What follows belongs to an exercise in optimizing a design on an open flow for small area and a short achievable clock period; a production flow would make more cautious choices. Only simulation tests tie the RTL to the original design; equivalence was not proved. Power is estimated from default activity; no workload was simulated.

## ycbcr_rgb_color_convert
module ycbcr_rgb_color_convert
(
	input  logic                  clk,
	input  logic                  arst_n,
	input  logic                  start,
	output logic                  busy,
	input  logic [COMP_W-1:0]     comp0,
	input  logic [COMP_W-1:0]     comp1,
	input  logic [COMP_W-1:0]     comp2,
	input  logic                  frame_end,
	output logic                  done,
	output logic [COMP_W-1:0]     out0,
	output logic [COMP_W-1:0]     out1,
	output logic [COMP_W-1:0]     out2,
	output logic                  last_pixel,
	input  logic                  cfg_wr_en,
	input  logic [CFG_IDX_W-1:0]  cfg_index,
	input  logic [CFG_DATA_W-1:0] cfg_data
);
For scale: ~170 flip-flops, roughly 67 I/O pins, roughly 0.013 mm^2 of cells after synthesis.
Settings: LEC_CHECK=0, CAP_MARGIN=20, CORE_MARGIN=2, CORE_UTILIZATION=40, CTS_BUF_LIST=sky130_fd_sc_hd__clkbuf_8, SETUP_SLACK_MARGIN=3.7, SLEW_MARGIN=20, SYNTH_HIERARCHICAL=1; clock period 6.5 ns.
standard.sh (not shown) runs the stock make flow with config.mk's settings and CLKGATE_MAP_FILE= SYNTH_SCRIPT=/design/flow/synth_recipe.tcl, a recipe that flattens the netlist after the stock synthesis.
==> flow/flow/run.sh <==
#!/bin/bash
# Layout flow: the standard ORFS flow (standard.sh, unchanged synthesis), with plain buffers
# (buf_1) instead of the default delay-cell buffers on the input and output ports. Each tool's
# full output is kept: ORFS's per-step logs under orfs/logs/, and make's own output in
# flow_make.log in this folder.
set -euo pipefail
bash standard.sh "BUFFER_PORTS_ARGS=-buffer_cell sky130_fd_sc_hd__buf_1" finish > flow_make.log 2>&1
test -s out/final.def
The baseline produced a clean layout.
Rerun with:
- SETUP_SLACK_MARGIN: 3.7 -> 3.6
- TNS_END_PERCENT: default -> 5
Effect:
- total power shrinks slightly
- fmax fell by a few percent
- via count drops slightly
- clock power went up slightly
Rerun with:
- CORE_UTILIZATION: 40 -> 30
- TNS_END_PERCENT: 5 -> default
Critical path depth goes up by 1.
Setup slack gains 81 ps.
Routed wire length is higher by a few percent.
Maximum frequency is higher by a few percent.
Clock skew went up by 12 ps.
Area after synthesis is unchanged.
Via count grows by a few percent.
Power went up by a few percent.
Global-route usage fell by 4.9 points.
Sequential share of layout area goes down by 0.84 points.
Sequential cell count does not change.

========
ycbcr_rgb_color_convert again, from the RTL that the note above started with.
export LEC_CHECK = 0
export CAP_MARGIN = 20
export CORE_MARGIN = 2
export CORE_UTILIZATION = 40
export CTS_BUF_LIST = sky130_fd_sc_hd__clkbuf_8
export SETUP_SLACK_MARGIN = 3.5
export SLEW_MARGIN = 20
export SYNTH_HIERARCHICAL = 1
create_clock -name core_clock -period 6.5 [get_ports {clk}]
Scripts as last shown in full above: flow/flow/run.sh
The starting point completed without violations.
Edit:
Settings changed: SETUP_SLACK_MARGIN 3.5 to 3.6.
The changed run passed the timing, design-rule and antenna checks.
Clock skew is higher by 0.0060 ns.
Clock power is lower by about 2%.
Power is higher by 0.35%.
Global-route usage is lower by 0.49 points.
Edit:
Settings changed: CORE_UTILIZATION 40 to 55, CTS_BUF_LIST sky130_fd_sc_hd__clkbuf_8 to default.
- final cell count goes down by 6.7%
- wire length goes down by 1.6%
- final area goes up by 0.41%
- via count hardly moves
- clock skew hardly moves
Edit:
Settings changed: CORE_UTILIZATION 55 to 50, CTS_BUF_LIST from default to sky130_fd_sc_hd__clkbuf_8.
Cell count rises by about 0.65%.
Non-clock buffer count drops by 4.
Sequential power barely changes.
Total power falls by 2.0%.
Routed wire length is higher by about 0.9%.
Cell area is lower by about 1.4%.
Synthesized area stays the same.
Count of clock-buffer cells in the layout falls by 1.
Clock power fell by 22%.
Edit:
Settings changed: CORE_UTILIZATION 50 to 55, CTS_BUF_LIST sky130_fd_sc_hd__clkbuf_8 to default, PLACE_DENSITY from default to 0.8.
What happened: The new run ran to the end with no violations. Via count goes up by 5.7%. Design area went up by 1.8%. Sequential power stays flat. Register-to-register slack is worse by 0.04 ns. Global-route usage grows by 3.0 points. Count of clock-buffer cells in the layout stays the same. Worst setup slack is worse by 0.041 ns. Final cell count goes down by 0.47%.

========
ycbcr_rgb_color_convert again, from the RTL that the note above started with.
clock: 6.5 ns
lec_check: 0
cap_margin: 20
core_margin: 2
core_utilization: 40
setup_slack_margin: 3.6
slew_margin: 20
synth_hierarchical: 1
Scripts as last shown in full above: flow/flow/run.sh
Change:
--- a/flow/flow/run.sh
+++ b/flow/flow/run.sh
@@ -6,3 +6,3 @@
 set -euo pipefail
-bash standard.sh "BUFFER_PORTS_ARGS=-buffer_cell sky130_fd_sc_hd__buf_1" finish > flow_make.log 2>&1
+bash standard.sh "BUFFER_PORTS_ARGS=-buffer_cell sky130_fd_sc_hd__buf_1" RECOVER_POWER=100 finish > flow_make.log 2>&1
 test -s out/final.def
--- a/flow/config.mk
+++ b/flow/config.mk
@@ -10,2 +10,3 @@
 export CORE_UTILIZATION = 40
+export CTS_BUF_LIST = sky130_fd_sc_hd__clkbuf_8
 export SETUP_SLACK_MARGIN = 3.6
Result: The changed run finished but failed the layout checks on max-capacitance violations, max-slew violations. Global-route usage goes down by 0.15 points. Wire length came out lower by 1.3%. Via count decreases by 0.76%. Total power drops by 4.0%. Maximum frequency fell by 29%.

-- what the ideal ports hide --
The results above use ideal ports. As a check the final layouts listed here were re-extracted and re-timed, cells and wires unchanged. Step 1 sets driving cells, clkbuf_16 on the clock port and buf_2 on the other inputs (assumed; they add their load-dependent delay and slew). Step 2 times the ports against the registers' clock, not the clock port: input delays grow and output delays shrink by t, the midpoint of the rising clock arrivals with the driver on. Three values: ideal, step 1, step 2; two values: the first two.
run | shift t [ns] | slack for setup (ns) | slew at the worst register clock pin (ns)
the first run of note 1 | 0.546 | 3.667 / 3.667 / 3.253 | 0.12 / 0.12
the second run of note 1 | 0.530 | 3.540 / 3.540 / 3.178 | 0.11 / 0.11
the third run of note 1 | 0.549 | 3.620 / 3.620 / 3.231 | 0.12 / 0.12
the first run of note 2 | 0.520 | 3.581 / 3.581 / 3.248 | 0.11 / 0.11
the second run of note 2 | 0.530 | 3.656 / 3.656 / 3.228 | 0.12 / 0.12
the third run of note 2 | 0.477 | 3.627 / 3.627 / 3.231 | 0.09 / 0.09
the fourth run of note 2 | 0.504 | 3.615 / 3.615 / 3.226 | 0.12 / 0.12
the fifth run of note 2 | 0.484 | 3.574 / 3.574 / 3.238 | 0.08 / 0.08
the first run of note 3 | 0.493 | 3.669 / 3.677 / 3.205 | 0.08 / 0.08
the second run of note 3 | 0.528 | 2.496 / 2.496 / 2.496 | 0.12 / 0.12
For the first run of note 3, which loses most, drivers alone change the setup slack by +0.008 ns; drivers and shift together by -0.464 ns.
